From an optimization exercise on the open Yosys and OpenROAD flow, aimed at small area and a short achievable clock period; shortcuts taken in it are not production practice.
Only simulation tests tie the RTL to the original design; equivalence was not proved.
Power figures rest on the tool's default switching activity, not on a simulated workload.

==> flow/design.v <==
package regfile_pkg;
  localparam int unsigned DATA_W     = 32;
  localparam int unsigned ADDR_W     = 5;
  localparam int unsigned NUM_REGS   = 2 ** ADDR_W;
  localparam int unsigned WR_COUNT_W = 16;
  typedef logic [ADDR_W-1:0] reg_addr_t;
  typedef logic [DATA_W-1:0] reg_data_t;
  function automatic logic [WR_COUNT_W-1:0] sat_inc(input logic [WR_COUNT_W-1:0] val);
    logic [WR_COUNT_W-1:0] res;
    res = (&val) ? val : val + 1'b1;
    sat_inc = res;
  endfunction
endpackage
import regfile_pkg::*;
module rb_or8 (
  input  logic [7:0] d,
  input  logic [7:0] s,
  output logic       y
);
  assign y = |(d & s);
endmodule
module rb_or6 (
  input  logic [5:0] d,
  input  logic [5:0] s,
  output logic       y
);
  assign y = |(d & s);
endmodule
module rb_aoi211 (
  input  logic a, b, c, d,
  output logic y
);
  assign y = ~((a & b) | c | d);
endmodule
module rb_nor2 (
  input  logic a, b,
  output logic y
);
  assign y = ~(a | b);
endmodule
module rb_nand2 (
  input  logic a, b,
  output logic y
);
  assign y = ~(a & b);
endmodule
module rb_aoi32 (
  input  logic a0, a1, a2, b0, b1,
  output logic y
);
  assign y = ~((a0 & a1 & a2) | (b0 & b1));
endmodule
module rb_mux_bit #(
  parameter bit BYPASS = 1'b0
) (
  input  logic [31:1] i_d,
  input  logic [31:1] i_s,
  input  logic        i_fwd,
  input  logic        i_nfwd,
  input  logic        i_wd_n,
  output logic        o_y
);
  logic [3:0] w_p;
  logic [1:0] w_q;
  rb_or8  u_g0 (.d(i_d[8:1]),   .s(i_s[8:1]),   .y(w_p[0]));
  rb_or8  u_g1 (.d(i_d[16:9]),  .s(i_s[16:9]),  .y(w_p[1]));
  rb_or8  u_g2 (.d(i_d[24:17]), .s(i_s[24:17]), .y(w_p[2]));
  rb_or6  u_g3 (.d(i_d[30:25]), .s(i_s[30:25]), .y(w_p[3]));
  rb_nor2   u_q0 (.a(w_p[0]), .b(w_p[1]), .y(w_q[0]));
  rb_aoi211 u_q1 (.a(i_d[31]), .b(i_s[31]), .c(w_p[2]), .d(w_p[3]), .y(w_q[1]));
  if (BYPASS) begin : g_fwd
    rb_aoi32 u_out (
      .a0 (w_q[0]), .a1 (w_q[1]), .a2 (i_nfwd),
      .b0 (i_fwd),  .b1 (i_wd_n),
      .y  (o_y)
    );
  end else begin : g_nofwd
    rb_nand2 u_out (.a(w_q[0]), .b(w_q[1]), .y(o_y));
  end
endmodule
module rb_sel_group (
  input  logic [3:0]  i_lo,
  input  logic [7:0]  i_hi,
  input  logic [31:1] i_valid,
  output logic [31:1] o_sel
);
  always_comb begin
    for (int unsigned i = 1; i < 32; i++) begin
      o_sel[i] = i_lo[i % 4] && i_hi[i / 4] && i_valid[i];
    end
  end
endmodule
module reg_read_port
#(
  parameter bit BYPASS = 1'b0
) (
  input  logic                        i_rst,
  input  logic [NUM_REGS*DATA_W-1:0]  i_regs,
  input  logic [NUM_REGS-1:0]         i_valid,
  input  regfile_pkg::reg_addr_t      i_rd_addr,
  input  logic                        i_wr_en,
  input  regfile_pkg::reg_addr_t      i_wr_addr,
  input  regfile_pkg::reg_data_t      i_wr_data_n,
  output regfile_pkg::reg_data_t      o_rd_data
);
  logic                   w_fwd;
  logic                   w_nfwd;
  logic [3:0]             w_lo;
  logic [7:0]             w_hi;
  logic [31:1]            w_sel [4];
  assign w_fwd = BYPASS && i_wr_en && (i_wr_addr == i_rd_addr) && (i_rd_addr != '0) && !i_rst;
  assign w_nfwd = !w_fwd;
  always_comb begin
    for (int unsigned j = 0; j < 4; j++) begin
      w_lo[j] = (i_rd_addr[1:0] == 2'(j)) && !i_rst;
    end
    for (int unsigned k = 0; k < 8; k++) begin
      w_hi[k] = (i_rd_addr[4:2] == 3'(k));
    end
  end
  for (genvar g = 0; g < 4; g++) begin : g_selgrp
    rb_sel_group u_sel (
      .i_lo    (w_lo),
      .i_hi    (w_hi),
      .i_valid (i_valid[31:1]),
      .o_sel   (w_sel[g])
    );
  end
  for (genvar b = 0; b < DATA_W; b++) begin : g_bit
    logic [31:1] w_d;
    always_comb begin
      for (int unsigned i = 1; i < NUM_REGS; i++) begin
        w_d[i] = i_regs[i*DATA_W + b];
      end
    end
    rb_mux_bit #(
      .BYPASS (BYPASS)
    ) u_mux (
      .i_d    (w_d),
      .i_s    (w_sel[b / 8]),
      .i_fwd  (w_fwd),
      .i_nfwd (w_nfwd),
      .i_wd_n (i_wr_data_n[b]),
      .o_y    (o_rd_data[b])
    );
  end
endmodule
import regfile_pkg::*;
module reg_bank_32x32
(
  input  logic                          clk,
  input  logic                          rst,
  input  logic                          wr_en,
  input  regfile_pkg::reg_addr_t        wr_addr,
  input  regfile_pkg::reg_data_t        wr_data,
  input  regfile_pkg::reg_addr_t        rs_addr,
  input  regfile_pkg::reg_addr_t        rt_addr,
  input  regfile_pkg::reg_addr_t        dbg_addr,
  output regfile_pkg::reg_data_t        rs_data,
  output regfile_pkg::reg_data_t        rt_data,
  output regfile_pkg::reg_data_t        dbg_data,
  output logic [WR_COUNT_W-1:0]         wr_count
);
  localparam bit OperandBypass = 1'b1;
  logic [NUM_REGS*DATA_W-1:0]      r_regs;
  logic [NUM_REGS-1:0]             r_valid;
  logic [WR_COUNT_W-1:0]           r_wr_count;
  logic                            w_wr_commit;
  logic [NUM_REGS-1:0]             w_wr_sel;
  regfile_pkg::reg_data_t          w_wr_data_n;
  assign w_wr_commit = wr_en && (wr_addr != '0);
  always_comb begin
    w_wr_sel = '0;
    for (int unsigned i = 1; i < NUM_REGS; i++) begin
      w_wr_sel[i] = wr_en && (wr_addr == ADDR_W'(i));
    end
  end
  assign r_regs[DATA_W-1:0] = '0;
  assign r_valid[0]         = 1'b0;
  for (genvar g = 1; g < NUM_REGS; g++) begin : g_reg
    always_ff @(posedge clk) begin
      if (w_wr_sel[g]) begin
        r_regs[g*DATA_W +: DATA_W] <= wr_data;
      end
    end
    always_ff @(posedge clk or posedge rst) begin
      if (rst) begin
        r_valid[g] <= 1'b0;
      end else if (w_wr_sel[g]) begin
        r_valid[g] <= 1'b1;
      end
    end
  end
  always_ff @(posedge clk or posedge rst) begin
    if (rst) begin
      r_wr_count <= '0;
    end else if (w_wr_commit) begin
      r_wr_count <= regfile_pkg::sat_inc(r_wr_count);
    end
  end
  assign wr_count = r_wr_count;
  assign w_wr_data_n = ~wr_data;
  reg_read_port #(
    .BYPASS   (OperandBypass)
  ) u_rs_port (
    .i_rst       (rst),
    .i_regs      (r_regs),
    .i_valid     (r_valid),
    .i_rd_addr   (rs_addr),
    .i_wr_en     (wr_en),
    .i_wr_addr   (wr_addr),
    .i_wr_data_n (w_wr_data_n),
    .o_rd_data   (rs_data)
  );
  reg_read_port #(
    .BYPASS   (OperandBypass)
  ) u_rt_port (
    .i_rst       (rst),
    .i_regs      (r_regs),
    .i_valid     (r_valid),
    .i_rd_addr   (rt_addr),
    .i_wr_en     (wr_en),
    .i_wr_addr   (wr_addr),
    .i_wr_data_n (w_wr_data_n),
    .o_rd_data   (rt_data)
  );
  reg_read_port #(
    .BYPASS   (1'b0)
  ) u_dbg_port (
    .i_rst       (rst),
    .i_regs      (r_regs),
    .i_valid     (r_valid),
    .i_rd_addr   (dbg_addr),
    .i_wr_en     (wr_en),
    .i_wr_addr   (wr_addr),
    .i_wr_data_n (w_wr_data_n),
    .o_rd_data   (dbg_data)
  );
endmodule
Settings: LEC_CHECK=0, CAP_MARGIN=20, CORE_MARGIN=2, CORE_UTILIZATION=35, CTS_CLUSTER_DIAMETER=60, CTS_CLUSTER_SIZE=20, PLACE_DENSITY=0.55, SETUP_SLACK_MARGIN=1.0, SLEW_MARGIN=20, SYNTH_HIERARCHICAL=1, SYNTH_MINIMUM_KEEP_SIZE=0; clock period 6.0 ns.
run.sh (not shown) runs the stock make flow with config.mk's settings and CLKGATE_MAP_FILE= SYNTH_SCRIPT=/design/flow/synth_recipe.tcl, a recipe that flattens the netlist after the stock synthesis.
Next try:
--- a/flow/design.v
+++ b/flow/design.v
@@ -75,24 +75,12 @@
       .y  (o_y)
     );
   end else begin : g_nofwd
     rb_nand2 u_out (.a(w_q[0]), .b(w_q[1]), .y(o_y));
   end
 endmodule
-module rb_sel_group (
-  input  logic [3:0]  i_lo,
-  input  logic [7:0]  i_hi,
-  input  logic [31:1] i_valid,
-  output logic [31:1] o_sel
-);
-  always_comb begin
-    for (int unsigned i = 1; i < 32; i++) begin
-      o_sel[i] = i_lo[i % 4] && i_hi[i / 4] && i_valid[i];
-    end
-  end
-endmodule
 module reg_read_port
 #(
   parameter bit BYPASS = 1'b0
 ) (
   input  logic                        i_rst,
   input  logic [NUM_REGS*DATA_W-1:0]  i_regs,
@@ -104,43 +92,38 @@
   output regfile_pkg::reg_data_t      o_rd_data
 );
   logic                   w_fwd;
   logic                   w_nfwd;
   logic [3:0]             w_lo;
   logic [7:0]             w_hi;
-  logic [31:1]            w_sel [4];
+  logic [31:1]            w_sel;
   assign w_fwd = BYPASS && i_wr_en && (i_wr_addr == i_rd_addr) && (i_rd_addr != '0) && !i_rst;
   assign w_nfwd = !w_fwd;
   always_comb begin
     for (int unsigned j = 0; j < 4; j++) begin
       w_lo[j] = (i_rd_addr[1:0] == 2'(j)) && !i_rst;
     end
     for (int unsigned k = 0; k < 8; k++) begin
       w_hi[k] = (i_rd_addr[4:2] == 3'(k));
     end
-  end
-  for (genvar g = 0; g < 4; g++) begin : g_selgrp
-    rb_sel_group u_sel (
-      .i_lo    (w_lo),
-      .i_hi    (w_hi),
-      .i_valid (i_valid[31:1]),
-      .o_sel   (w_sel[g])
-    );
+    for (int unsigned i = 1; i < NUM_REGS; i++) begin
+      w_sel[i] = w_lo[i % 4] && w_hi[i / 4] && i_valid[i];
+    end
   end
   for (genvar b = 0; b < DATA_W; b++) begin : g_bit
     logic [31:1] w_d;
     always_comb begin
       for (int unsigned i = 1; i < NUM_REGS; i++) begin
         w_d[i] = i_regs[i*DATA_W + b];
       end
     end
     rb_mux_bit #(
       .BYPASS (BYPASS)
     ) u_mux (
       .i_d    (w_d),
-      .i_s    (w_sel[b / 8]),
+      .i_s    (w_sel),
       .i_fwd  (w_fwd),
       .i_nfwd (w_nfwd),
       .i_wd_n (i_wr_data_n[b]),
       .o_y    (o_rd_data[b])
     );
   end
Effect: The new run produced a clean layout; wire length stays flat; synthesized cell count drops by 7.5%; critical path depth falls by 2; worst hold slack is about the same; setup slack gets better by 0.15 ns; first-iteration DRC count climbs by 5.2%; global-route usage increases by 1.1 points; power falls by 2.3%.

[what the ideal ports hide]
How much do the figures lean on ideal ports? The routed layouts below were timed once more, with nothing changed but the port constraints. Step 1, drivers: a clkbuf_16 drives clk and a buf_2 each remaining input, both assumed. Step 2, shift: input delay + t, output delay - t, t = (earliest + latest rising clock arrival at the registers) / 2. This alone moves slack from input paths to output paths. a / b / c = no drivers / after step 1 / after step 2; a / b = the first two.
run | t, ns | setup slack, ns | worst slew at a driven data input, ns | cell pins on the clock port's net
the first run | 0.804 | 0.753 / 0.696 / 0.696 | 0.21 | 1
the second run | 0.796 | 0.902 / 0.866 / 0.866 | 0.05 | 1
After both steps setup and hold are still met in every run listed. The setup slack of the first run, which loses most, moves by -0.057 ns with the drivers and by -0.057 ns with both steps.
